This design comes from an exercise in tuning for small area, a short achievable clock period and few clock cycles on the open sky130 flow, not from production work.
Where RTL was checked, it was by simulation tests only, not by an equivalence proof against the original.
Power is estimated from default activity; no workload was simulated.

==> garnet <==
// isotp_receive_reassembler
module isotp_receive_reassembler #(
	parameter int MAX_MESSAGE_BYTES = 64
) (
	input  logic       clk,
	input  logic       arst_n,
	input  logic       in_valid,
	output logic       in_ready,
	input  logic [1:0] op,
	input  logic [3:0] dlc,
	input  logic [7:0] byte_0,
	input  logic [7:0] byte_1,
	input  logic [7:0] byte_2,
	input  logic [7:0] byte_3,
	input  logic [7:0] byte_4,
	input  logic [7:0] byte_5,
	input  logic [7:0] byte_6,
	input  logic [7:0] byte_7,
	output logic       out_valid,
	input  logic       out_ready,
	output logic [1:0] kind,
	output logic [7:0] data_byte,
	output logic [5:0] byte_index,
	output logic [6:0] msg_length,
	output logic [2:0] error_code,
	output logic       last
);
	logic       in_ready_q;
	logic       armed_q, multi_q;
	logic [3:0] seq_q;
	logic [6:0] total_q;
	logic [5:0] rem_q;       
	logic [3:0] ck_q;        
	logic [6:0] ach_q;       
	logic       v0_q, v1_q;  
	logic [8:0] qe0_q, qe1_q;
	logic       ov_q;
	logic [1:0] kind_q;
	logic [7:0] data_q;
	logic [5:0] idx_q;
	logic [6:0] len_q;
	logic [2:0] code_q;
	logic       last_q;
	logic       active_q;    
	logic [5:0] r_q;         
	logic [511:0] st;        
	logic       acc, proc, ibv_q, ok_q;
	logic [1:0] ib_op;
	logic [3:0] ib_dlc;
	logic [7:0] ib_byte_0, ib_byte_1, ib_byte_2, ib_byte_3;
	logic [7:0] ib_byte_4, ib_byte_5, ib_byte_6, ib_byte_7;
	assign acc  = in_valid && in_ready_q;
	assign proc = ibv_q && ok_q;
	always_ff @(posedge clk) begin
		if (acc) begin
			ib_op     <= op;
			ib_dlc    <= dlc;
			ib_byte_0 <= byte_0;
			ib_byte_1 <= byte_1;
			ib_byte_2 <= byte_2;
			ib_byte_3 <= byte_3;
			ib_byte_4 <= byte_4;
			ib_byte_5 <= byte_5;
			ib_byte_6 <= byte_6;
			ib_byte_7 <= byte_7;
		end
	end
	logic       frame;
	logic [3:0] pci, nib;
	logic       sf_ok, ff_ok, cf_seq_ok, cf_len_ok, cf_last;
	logic [2:0] copy;
  ...
make LEC_CHECK=0 CAP_MARGIN=20 CORE_MARGIN=2 CORE_UTILIZATION=40 CTS_CLUSTER_DIAMETER=100 CTS_CLUSTER_SIZE=30 SETUP_SLACK_MARGIN=4.5 SLEW_MARGIN=20 finish   # period 7.0 ns
run.sh (not shown) runs the stock make flow with config.mk's settings and CLKGATE_MAP_FILE= SYNTH_SCRIPT=/design/flow/synth_recipe.tcl, a recipe that flattens the netlist after the stock synthesis.
==> inputs of sierra, as changes to garnet <==
--- a/flow/design.v
+++ b/flow/design.v
@@ -174,17 +174,16 @@
 	logic       qs, qroom_p, p0, p1, pc, pc1, ir_d;
 	assign p0  = r_q >= 6'd7;
 	assign p1  = r_q > 6'd12 || len_q <= 7'd6;
 	assign pc  = {1'b0, r_q} > ach_q + 7'd6 || len_q <= ach_q;
 	assign pc1 = {1'b0, r_q} > ach_q + 7'd13 || len_q <= ach_q + 7'd7;
 	assign qs = (v0_q && qe0_q[8:7] == KIND_BYTE) || (v1_q && qe1_q[8:7] == KIND_BYTE);
 	assign qroom_p = push ? (!v0_q || (!v1_q && pop)) : (!v1_q || pop);
-	assign ir_d = qroom_p && (!armed_d ||
-	              (!qs && (!(active_q && !(out_free && s_last)) ||
-	                       (p0 && (!multi_d || (ff_good ? p1 : cf_good ? pc1 : pc))))));
+	assign ir_d = qroom_p && (!(armed_q || (proc && ib_op == OP_ARM)) ||
+	              (!qs && (!(active_q && !(out_free && s_last)) || (p0 && p1 && (!multi_q || (pc && pc1))))));
 	always_ff @(posedge clk or negedge arst_n) begin
 		if (!arst_n) begin
 			ibv_q      <= 1'b0;
 			ok_q       <= 1'b1;
 			in_ready_q <= 1'b1;
 		end else begin
 			ibv_q      <= acc || (ibv_q && !proc);
- CORE_UTILIZATION: 40 -> 60
- SETUP_SLACK_MARGIN: 4.5 -> 4.4
==> inputs of fjord, as changes to garnet <==
--- a/flow/design.v
+++ b/flow/design.v
@@ -174,17 +174,16 @@
 	logic       qs, qroom_p, p0, p1, pc, pc1, ir_d;
 	assign p0  = r_q >= 6'd7;
 	assign p1  = r_q > 6'd12 || len_q <= 7'd6;
 	assign pc  = {1'b0, r_q} > ach_q + 7'd6 || len_q <= ach_q;
 	assign pc1 = {1'b0, r_q} > ach_q + 7'd13 || len_q <= ach_q + 7'd7;
 	assign qs = (v0_q && qe0_q[8:7] == KIND_BYTE) || (v1_q && qe1_q[8:7] == KIND_BYTE);
 	assign qroom_p = push ? (!v0_q || (!v1_q && pop)) : (!v1_q || pop);
-	assign ir_d = qroom_p && (!armed_d ||
-	              (!qs && (!(active_q && !(out_free && s_last)) ||
-	                       (p0 && (!multi_d || (ff_good ? p1 : cf_good ? pc1 : pc))))));
+	assign ir_d = qroom_p && (!(armed_q || (proc && ib_op == OP_ARM)) ||
+	              (!qs && (!(active_q && !(out_free && s_last)) || (p0 && p1 && (!multi_q || (pc && pc1))))));
 	always_ff @(posedge clk or negedge arst_n) begin
 		if (!arst_n) begin
 			ibv_q      <= 1'b0;
 			ok_q       <= 1'b1;
 			in_ready_q <= 1'b1;
 		end else begin
 			ibv_q      <= acc || (ibv_q && !proc);
- CTS_CLUSTER_DIAMETER: 100 -> unset
- CTS_CLUSTER_SIZE: 30 -> unset
- SETUP_SLACK_MARGIN: 4.5 -> 4.8
==> summary of the runs <==
- Of sierra and fjord, sierra has the higher sequential share of layout area (gap 7.5 points).
- Against garnet, the non-clock buffer count of fjord is higher by 63.
- The highest utilization belongs to sierra, the lowest to garnet.
- Critical path depth is the same in fjord and sierra.
- Die area: sierra < garnet < fjord.
- Of fjord and garnet, fjord has the higher register-to-register slack (gap 210 ps).
- Combinational power, lowest first: sierra, garnet, fjord.
- Of fjord and sierra, sierra has the higher worst setup slack (gap 4.7 ps).
- Count of clock-buffer cells in the layout: fjord > sierra > garnet.
Testbench counts of sierra, summed over its fixed seeds: cycles 16,083.
Testbench counts of fjord, summed over its fixed seeds: cycles 16,083.
The RTL of garnet was laid out without a check of its function.

port drivers added, routing unchanged:
No port has a modelled driver above. Below, the same layouts with a new extraction and two added sets of constraints. Step 1 (the two cells are an assumption about what drives the block):
set clk [get_ports {clk}]
set_driving_cell -lib_cell sky130_fd_sc_hd__clkbuf_16 $clk
set_driving_cell -lib_cell sky130_fd_sc_hd__buf_2 [delete_from_list [all_inputs] $clk]
Step 2 also shifts input and output timing later by t, the mid clock arrival at the registers, as if the neighbouring blocks saw the same clock. a / b / c = ideal ports / drivers / drivers and shift; a / b = the first two.
run	t (ns)	setup WS [ns]	latest minus earliest clock arrival (ns)
garnet	0.665	4.134 / 4.130 / 3.800	0.039 / 0.039
sierra	0.651	4.334 / 4.275 / 3.823	0.030 / 0.031
fjord	0.671	4.329 / 4.270 / 3.861	0.035 / 0.035
After both steps setup and hold are still met in every run listed. The setup slack of sierra, which loses most, moves by -0.059 ns with the drivers and by -0.511 ns with both steps.
